This is an optimization exercise on Yosys and OpenROAD, whose aim is small area and a short achievable clock period, not a production implementation.
Where RTL was checked, it was by simulation tests only, not by an equivalence proof against the original.
Power is estimated from default activity; no workload was simulated.

==> 09-13: inputs <==
Design fmul_pipe, start of the top module:
module fmul_pipe (
   input  wire        clk,
   input  wire        rst_n,
   input  wire        in_valid,
   input  wire [31:0] a,
   input  wire [31:0] b,
   output wire        out_valid,
   output wire [31:0] y,
   output wire        ovf
);
make LEC_CHECK=0 ABC_AREA=1 CAP_MARGIN=20 CORE_MARGIN=2 CORE_UTILIZATION=65 SLEW_MARGIN=20 finish   # period 7.5 ns
run.sh (not shown) runs the stock make flow with config.mk's settings and CLKGATE_MAP_FILE= SYNTH_SCRIPT=/design/flow/synth_recipe.tcl, a recipe that flattens the netlist after the stock synthesis.
==> 02-28: changes against 09-13 <==
--- a/flow/config.mk
+++ b/flow/config.mk
@@ -9,4 +9,4 @@
 export CAP_MARGIN = 20
 export CORE_MARGIN = 2
-export CORE_UTILIZATION = 65
+export CORE_UTILIZATION = 40
 export SLEW_MARGIN = 20
==> qor summary <==
item	09-13	02-28
Final cell utilization of the core	0.709	0.444
Die extent in y	201 µm	256 µm
Core area	38,600 µm²	62,900 µm²
Clock buffers and inverters, area share	0.0358	0.0381
Fraction of final layout cells sized beyond drive strength 1	0.0504	0.0541
Outcome	complete, no violations	complete, no violations
Final worst path period share	0.886	0.864
Total CTS buffers	30	31
Setup slack at placement	1.53 ns	1.56 ns
Die footprint	40,600 µm²	65,400 µm²
Clkbuf count	37	38
Starting density of the core	0.657	0.403
Static Leak	0.0134 µW	0.0135 µW
Max Fclk	150 MHz	154 MHz
Final Worst Setup Slack	0.855 ns	1.02 ns
Slew headroom	0.247	0.261
Area share of buffers outside the clock network	0.0394	0.0408
Sequential cell power	2380 µW	2360 µW
GR Layer Usage met2	0.598	0.358
Worst setup endpoint	y[15]	y[2]
Function was not checked in any run of this note: the RTL went through the layout flow alone.

========
==> build 90 <==
fmul_pipe, a different RTL version from the one above (not shown whole).
Settings: LEC_CHECK=0, CAP_MARGIN=20, CORE_MARGIN=2, CORE_UTILIZATION=60, SLEW_MARGIN=20; clock period 7.5 ns.
==> inputs of build 95, as changes to build 90 <==
--- a/flow/config.mk
+++ b/flow/config.mk
@@ -7,2 +7,3 @@
 export LEC_CHECK = 0
+export ABC_AREA = 1
 export CAP_MARGIN = 20
==> qor summary <==
Status: build 90 complete, no violations; build 95 complete, no violations
Iter 0 DRT Violations: build 90 2674; build 95 1956
Placer's final routability congestion estimate: build 90 1.06; build 95 0.992
Dpl cells: build 90 3469; build 95 3791
Total of plain and repair buffers excluding clock buffers: build 90 128; build 95 112
Detailed Route WL: build 90 80800 um; build 95 76900 um
Worst Max-Slew Pin Slew: build 90 1110 ps; build 95 1120 ps
Clock buffer count: build 90 63; build 95 58
Avg Cell Area, Syn: build 90 9.60 um^2; build 95 8.71 um^2
Path type of the worst setup path: build 90 reg2reg; build 95 in2reg
Area fraction in compound gates after synthesis: build 90 12.8%; build 95 11.9%
Fraction of standard cell area in multi-input logic: build 90 56.4%; build 95 53.9%
Net Switching: build 90 6.43 mW; build 95 5.98 mW
Internal power: build 90 8.00 mW; build 95 7.49 mW
Total number of vias: build 90 21153; build 95 21945
Standard cell with the maximum stage delay on the critical path: build 90 sky130_fd_sc_hd__fa_1; build 95 sky130_fd_sc_hd__nor2_1
Via count of the first global-routing pass: build 90 21161; build 95 22962
Wire length of the first global-routing pass: build 90 125000 um; build 95 122000 um
Ratio of routed vias to standard cells: build 90 5.96; build 95 5.68
Portion of the layout cell area used by clock cells: build 90 4.69%; build 95 4.55%
Total iterations of the first detailed-routing run: build 90 7; build 95 6
Sw frac: build 90 44.6%; build 95 44.4%
Register-to-Register Setup Slack: build 90 3220 ps; build 95 3510 ps
Number of library cell types mapped by synthesis: build 90 67; build 95 64
Number of antenna violations at the first check in global routing: build 90 3; build 95 0
Commonest non-fill, non-tap cell in the layout: build 90 sky130_fd_sc_hd__dfxtp_1; build 95 sky130_fd_sc_hd__inv_1
Fraction of cell area in non-clock buffers: build 90 3.93%; build 95 3.57%

========
==> run a: inputs <==
fmul_pipe, a different RTL version from the one above (not shown whole).
Settings: LEC_CHECK=0, ABC_AREA=1, CAP_MARGIN=20, CORE_MARGIN=2, CORE_UTILIZATION=40, SLEW_MARGIN=20; clock period 7.5 ns.
==> run b (differences from run a) <==
SETUP_SLACK_MARGIN = 3.5   (was default)
==> results.sh <==
export IMPL_status="complete, no violations"
export IMPL_crit_cells=33
export IMPL_p_sw_w=0.00764
export IMPL_buffers=330
export IMPL_cpMaxStageDelayCell="dfxtp_2"
export IMPL_r2r_end="s2_r1[17]"
export IMPL_cts_setup_buffers=149
export IMPL_internal_power_w=0.00649
export IMPL_max_slew_margin_pct=51.0
export IMPL_cellLeakagePower_nw=15.8
export IMPL_met1Wirelength_mm=37.8
export IMPL_area_delta_synth_final_pct=18.4
export IMPL_final_cell_area_mm2=0.0315
export IMPL_num_antenna_cells=0
export IMPL_wl_per_cell_um=19.7
Source of the figures above: run b

==> results.sh <==
export IMPL_cellLeakagePower_nw=14.9
export IMPL_internal_power_w=0.00625
export IMPL_cts_setup_buffers=0
export IMPL_max_slew_margin_pct=21.0
export IMPL_buffers=148
export IMPL_cpMaxStageDelayCell="fa_1"
export IMPL_final_cell_area_mm2=0.0293
export IMPL_p_sw_w=0.00729
export IMPL_num_antenna_cells=1
export IMPL_wl_per_cell_um=19.0
export IMPL_met1Wirelength_mm=37.5
export IMPL_r2r_end="s2_r1[26]"
export IMPL_status="complete, no violations"
Source of the figures above: run a

Function was not checked in any run of this note: the RTL went through the layout flow alone.

========
==> 04-20 <==
Another version of the RTL of fmul_pipe (not shown whole).
==> module fmul_pipe, before the edit <==
module fmul_pipe (
   input  wire        clk,
   input  wire        rst_n,
   input  wire        in_valid,
   input  wire [31:0] a,
   input  wire [31:0] b,
   output reg         out_valid,
   output reg  [31:0] y,
   output reg         ovf
);
   wire [23:0] u_ma;
   wire [12:0] u_one;
   wire [11:0] u_two, u_neg;
   wire [7:0]  u_ea_e, u_eb_e;
   wire [4:0]  u_lz;
   wire        u_sign, u_special, u_quiet, u_zero;
   fmul_unpack u_unpack (
      .a(a), .b(b),
      .ma(u_ma), .b_one(u_one), .b_two(u_two), .b_neg(u_neg),
      .ea_e(u_ea_e), .eb_e(u_eb_e), .lz(u_lz),
      .sign(u_sign), .special(u_special), .quiet(u_quiet), .zero(u_zero)
   );
   reg         s1_valid;
   reg  [23:0] s1_ma;
   reg  [23:0] s1_ma_n;          
   reg  [12:0] s1_one;
   reg  [11:0] s1_two, s1_neg;
   reg  [12:0] s1_one_n;         
   reg  [11:0] s1_two_n, s1_neg_n;
   reg  [7:0]  s1_ea_e, s1_eb_e;
   reg  [4:0]  s1_lz;
   reg         s1_sign, s1_special, s1_quiet, s1_zero;
   always @(posedge clk or negedge rst_n)
      if (!rst_n) s1_valid <= 1'b0;
      else        s1_valid <= in_valid;
   always @(posedge clk) begin
      s1_ma      <= u_ma;
      s1_ma_n    <= ~u_ma;
      s1_one     <= u_one;
      s1_two     <= u_two;
      s1_neg     <= u_neg;
      s1_one_n   <= ~u_one;
      s1_two_n   <= ~u_two;
      s1_neg_n   <= ~u_neg;
      s1_ea_e    <= u_ea_e;
      s1_eb_e    <= u_eb_e;
      s1_lz      <= u_lz;
      s1_sign    <= u_sign;
      s1_special <= u_special;
      s1_quiet   <= u_quiet;
      s1_zero    <= u_zero;
   end
   wire [47:0] m_r0, m_r1, m_r2;
   wire        p_normal, p_sh_out;
   wire [5:0]  p_sh;
   wire [7:0]  p_ebase;
   wire [3:0]  p_ge;
   fmul_mant_mult u_mult (
      .a(s1_ma), .a_n(s1_ma_n), .one(s1_one), .two(s1_two), .neg(s1_neg),
      .one_n(s1_one_n), .two_n(s1_two_n), .neg_n(s1_neg_n),
      .r0(m_r0), .r1(m_r1), .r2(m_r2)
   );
   fmul_norm_plan u_plan (
      .ea_e(s1_ea_e), .eb_e(s1_eb_e), .lz(s1_lz), .special(s1_special), .zero(s1_zero),
      .normal(p_normal), .sh(p_sh), .sh_out(p_sh_out), .ebase(p_ebase), .ge(p_ge)
   );
   reg         s2_valid;
   reg  [47:0] s2_r0, s2_r1, s2_r2;
   reg         s2_normal, s2_sh_out;
   reg  [5:0]  s2_sh;
   reg  [7:0]  s2_ebase;
   reg  [3:0]  s2_ge;
   reg         s2_sign, s2_special, s2_quiet;
   always @(posedge clk or negedge rst_n)
      if (!rst_n) s2_valid <= 1'b0;
      else        s2_valid <= s1_valid;
   always @(posedge clk) begin
      s2_r0      <= m_r0;
      s2_r1      <= m_r1;
      s2_r2      <= m_r2;
      s2_normal  <= p_normal;
      s2_sh      <= p_sh;
      s2_sh_out  <= p_sh_out;
      s2_ebase   <= p_ebase;
      s2_ge      <= p_ge;
      s2_sign    <= s1_sign;
      s2_special <= s1_special;
      s2_quiet   <= s1_quiet;
   end
   wire [47:0] a_p;
   fmul_sum u_sum (.r0(s2_r0), .r1(s2_r1), .r2(s2_r2), .p(a_p));
   reg         s3_valid;
   reg  [47:0] s3_p;
   reg         s3_normal, s3_sh_out;
   reg  [5:0]  s3_sh;
   reg  [7:0]  s3_ebase;
   reg  [3:0]  s3_ge;
   reg         s3_sign, s3_special, s3_quiet;
   always @(posedge clk or negedge rst_n)
      if (!rst_n) s3_valid <= 1'b0;
      else        s3_valid <= s2_valid;
   always @(posedge clk) begin
      s3_p       <= a_p;
      s3_normal  <= s2_normal;
      s3_sh      <= s2_sh;
      s3_sh_out  <= s2_sh_out;
      s3_ebase   <= s2_ebase;
      s3_ge      <= s2_ge;
      s3_sign    <= s2_sign;
      s3_special <= s2_special;
      s3_quiet   <= s2_quiet;
   end
   wire [24:0] n_mant;
   wire        n_up;
   fmul_normalize u_norm (
      .p(s3_p), .normal(s3_normal), .sh(s3_sh), .sh_out(s3_sh_out),
      .mant(n_mant), .up(n_up)
   );
   reg         s4_valid;
   reg  [24:0] s4_mant;
   reg         s4_up;
   reg  [7:0]  s4_ebase;
   reg  [3:0]  s4_ge;
   reg         s4_sign, s4_special, s4_quiet;
   always @(posedge clk or negedge rst_n)
      if (!rst_n) s4_valid <= 1'b0;
      else        s4_valid <= s3_valid;
   always @(posedge clk) begin
      s4_mant    <= n_mant;
      s4_up      <= n_up;
      s4_ebase   <= s3_ebase;
      s4_ge      <= s3_ge;
      s4_sign    <= s3_sign;
      s4_special <= s3_special;
      s4_quiet   <= s3_quiet;
   end
   wire [31:0] r_y;
   wire        r_ovf;
   fmul_round_pack u_round (
      .mant(s4_mant), .up(s4_up), .ebase(s4_ebase), .ge(s4_ge),
      .sign(s4_sign), .special(s4_special), .quiet(s4_quiet),
      .y(r_y), .ovf(r_ovf)
   );
   always @(posedge clk or negedge rst_n)
      if (!rst_n) begin
         out_valid <= 1'b0;
         ovf       <= 1'b0;
      end else begin
         out_valid <= s4_valid;
         ovf       <= s4_valid & r_ovf;
      end
   always @(posedge clk)
      y <= r_y;
endmodule
clock: 7.5 ns
lec_check: 0
abc_area: 1
cap_margin: 20
core_margin: 2
core_utilization: 60
slew_margin: 20
==> 12-26: changes against 04-20 <==
--- a/flow/design.v
+++ b/flow/design.v
@@ -2433,27 +2433,9 @@
       .mant(n_mant), .up(n_up)
    );
-   reg         s4_valid;
-   reg  [24:0] s4_mant;
-   reg         s4_up;
-   reg  [7:0]  s4_ebase;
-   reg  [3:0]  s4_ge;
-   reg         s4_sign, s4_special, s4_quiet;
-   always @(posedge clk or negedge rst_n)
-      if (!rst_n) s4_valid <= 1'b0;
-      else        s4_valid <= s3_valid;
-   always @(posedge clk) begin
-      s4_mant    <= n_mant;
-      s4_up      <= n_up;
-      s4_ebase   <= s3_ebase;
-      s4_ge      <= s3_ge;
-      s4_sign    <= s3_sign;
-      s4_special <= s3_special;
-      s4_quiet   <= s3_quiet;
-   end
    wire [31:0] r_y;
    wire        r_ovf;
    fmul_round_pack u_round (
-      .mant(s4_mant), .up(s4_up), .ebase(s4_ebase), .ge(s4_ge),
-      .sign(s4_sign), .special(s4_special), .quiet(s4_quiet),
+      .mant(n_mant), .up(n_up), .ebase(s3_ebase), .ge(s3_ge),
+      .sign(s3_sign), .special(s3_special), .quiet(s3_quiet),
       .y(r_y), .ovf(r_ovf)
    );
@@ -2463,6 +2445,6 @@
          ovf       <= 1'b0;
       end else begin
-         out_valid <= s4_valid;
-         ovf       <= s4_valid & r_ovf;
+         out_valid <= s3_valid;
+         ovf       <= s3_valid & r_ovf;
       end
    always @(posedge clk)
==> 01-08: changes against 04-20 <==
--- a/flow/design.v
+++ b/flow/design.v
@@ -2433,27 +2433,9 @@
       .mant(n_mant), .up(n_up)
    );
-   reg         s4_valid;
-   reg  [24:0] s4_mant;
-   reg         s4_up;
-   reg  [7:0]  s4_ebase;
-   reg  [3:0]  s4_ge;
-   reg         s4_sign, s4_special, s4_quiet;
-   always @(posedge clk or negedge rst_n)
-      if (!rst_n) s4_valid <= 1'b0;
-      else        s4_valid <= s3_valid;
-   always @(posedge clk) begin
-      s4_mant    <= n_mant;
-      s4_up      <= n_up;
-      s4_ebase   <= s3_ebase;
-      s4_ge      <= s3_ge;
-      s4_sign    <= s3_sign;
-      s4_special <= s3_special;
-      s4_quiet   <= s3_quiet;
-   end
    wire [31:0] r_y;
    wire        r_ovf;
    fmul_round_pack u_round (
-      .mant(s4_mant), .up(s4_up), .ebase(s4_ebase), .ge(s4_ge),
-      .sign(s4_sign), .special(s4_special), .quiet(s4_quiet),
+      .mant(n_mant), .up(n_up), .ebase(s3_ebase), .ge(s3_ge),
+      .sign(s3_sign), .special(s3_special), .quiet(s3_quiet),
       .y(r_y), .ovf(r_ovf)
    );
@@ -2463,6 +2445,6 @@
          ovf       <= 1'b0;
       end else begin
-         out_valid <= s4_valid;
-         ovf       <= s4_valid & r_ovf;
+         out_valid <= s3_valid;
+         ovf       <= s3_valid & r_ovf;
       end
    always @(posedge clk)
- SETUP_SLACK_MARGIN: unset -> 3.9
==> 05-09: changes against 04-20 <==
--- a/flow/design.v
+++ b/flow/design.v
@@ -2433,27 +2433,9 @@
       .mant(n_mant), .up(n_up)
    );
-   reg         s4_valid;
-   reg  [24:0] s4_mant;
-   reg         s4_up;
-   reg  [7:0]  s4_ebase;
-   reg  [3:0]  s4_ge;
-   reg         s4_sign, s4_special, s4_quiet;
-   always @(posedge clk or negedge rst_n)
-      if (!rst_n) s4_valid <= 1'b0;
-      else        s4_valid <= s3_valid;
-   always @(posedge clk) begin
-      s4_mant    <= n_mant;
-      s4_up      <= n_up;
-      s4_ebase   <= s3_ebase;
-      s4_ge      <= s3_ge;
-      s4_sign    <= s3_sign;
-      s4_special <= s3_special;
-      s4_quiet   <= s3_quiet;
-   end
    wire [31:0] r_y;
    wire        r_ovf;
    fmul_round_pack u_round (
-      .mant(s4_mant), .up(s4_up), .ebase(s4_ebase), .ge(s4_ge),
-      .sign(s4_sign), .special(s4_special), .quiet(s4_quiet),
+      .mant(n_mant), .up(n_up), .ebase(s3_ebase), .ge(s3_ge),
+      .sign(s3_sign), .special(s3_special), .quiet(s3_quiet),
       .y(r_y), .ovf(r_ovf)
    );
@@ -2463,6 +2445,6 @@
          ovf       <= 1'b0;
       end else begin
-         out_valid <= s4_valid;
-         ovf       <= s4_valid & r_ovf;
+         out_valid <= s3_valid;
+         ovf       <= s3_valid & r_ovf;
       end
    always @(posedge clk)
- SETUP_SLACK_MARGIN: unset -> 4.5
==> qor summary <==
| quantity | 01-08 | 05-09 | 04-20 | 12-26 |
|---|---|---|---|---|
| Outcome | no timing/DRC/antenna violations | no timing/DRC/antenna violations | no timing/DRC/antenna violations | no timing/DRC/antenna violations |
| Post-Synth Adder-Cell Area | 23.80% | 23.80% | 23.60% | 23.80% |
| Length in cells of the worst reg-to-reg path | 23 | 16 | 7 | 23 |
| Fraction of registers with async set or reset after synthesis | 1.202% | 1.202% | 1.310% | 1.202% |
| P_int | 8367 uW | 9781 uW | 7891 uW | 7697 uW |
| Combined flip-flop and latch cell area | 0.008374 mm2 | 0.008564 mm2 | 0.009199 mm2 | 0.008353 mm2 |
| Final WL | 83550 um | 106300 um | 78870 um | 79520 um |
| Beginning of the worst hold path | s2_ebase[7] | s2_ebase[6] | s3_ebase[5] | s2_ebase[1] |
| Chip Width | 222.9 um | 222.9 um | 223.9 um | 222.9 um |
| Part of the Yosys area used for sequential elements | 29.04% | 29.04% | 31.71% | 29.04% |
| Measured slew at the worst slew-check pin | 1.067 ns | 0.9065 ns | 1.017 ns | 0.9919 ns |
| Synth Instances | 3442 | 3442 | 3284 | 3442 |
| Die area | 0.04970 mm2 | 0.04970 mm2 | 0.05013 mm2 | 0.04970 mm2 |
| CTS Buf Count | 45 | 45 | 47 | 45 |
| Unrepaired setup endpoints after global routing | true | true | false | false |
| N_diodes | 1 | 0 | 0 | 0 |
Function not checked in 04-20: the RTL went through the layout flow alone.

## port drivers added, routing unchanged
Ports are ideal in the flow. The routed layouts listed here were re-timed in OpenROAD.
Step 1, drivers: a clkbuf_16 drives clk and a buf_2 each remaining input, both assumed.
Step 2 adds t to the input delays and takes it off the output delays; t is the mean of the earliest and latest rising clock arrival at the registers after step 1. Input paths then give back, and output paths get back, about the clock's delay inside the block.
a / b / c = ideal ports / drivers / drivers and shift; a / b = the first two.
run	t, ns	slack for setup (ns)	worst register clock-pin slew, ns
09-13	0.629	0.855 / 0.799 / 1.428	0.07 / 0.07
02-28	0.651	1.021 / 0.965 / 1.616	0.08 / 0.08
build 90	0.641	3.223 / 3.223 / 2.660	0.07 / 0.07
build 95	0.632	3.325 / 3.357 / 2.725	0.07 / 0.07
run a	0.637	0.433 / 0.373 / 1.009	0.08 / 0.08
run b	0.639	1.144 / 1.079 / 1.717	0.08 / 0.08
04-20	0.650	3.445 / 3.454 / 2.827	0.06 / 0.06
12-26	0.638	2.552 / 2.552 / 2.552	0.07 / 0.07
01-08	0.636	3.817 / 3.855 / 3.219	0.07 / 0.07
05-09	0.674	3.798 / 3.798 / 3.713	0.07 / 0.07
After both steps every run listed still meets setup and hold. The setup slack of 04-20, which loses most, moves by +0.009 ns with the drivers and by -0.618 ns with both steps.
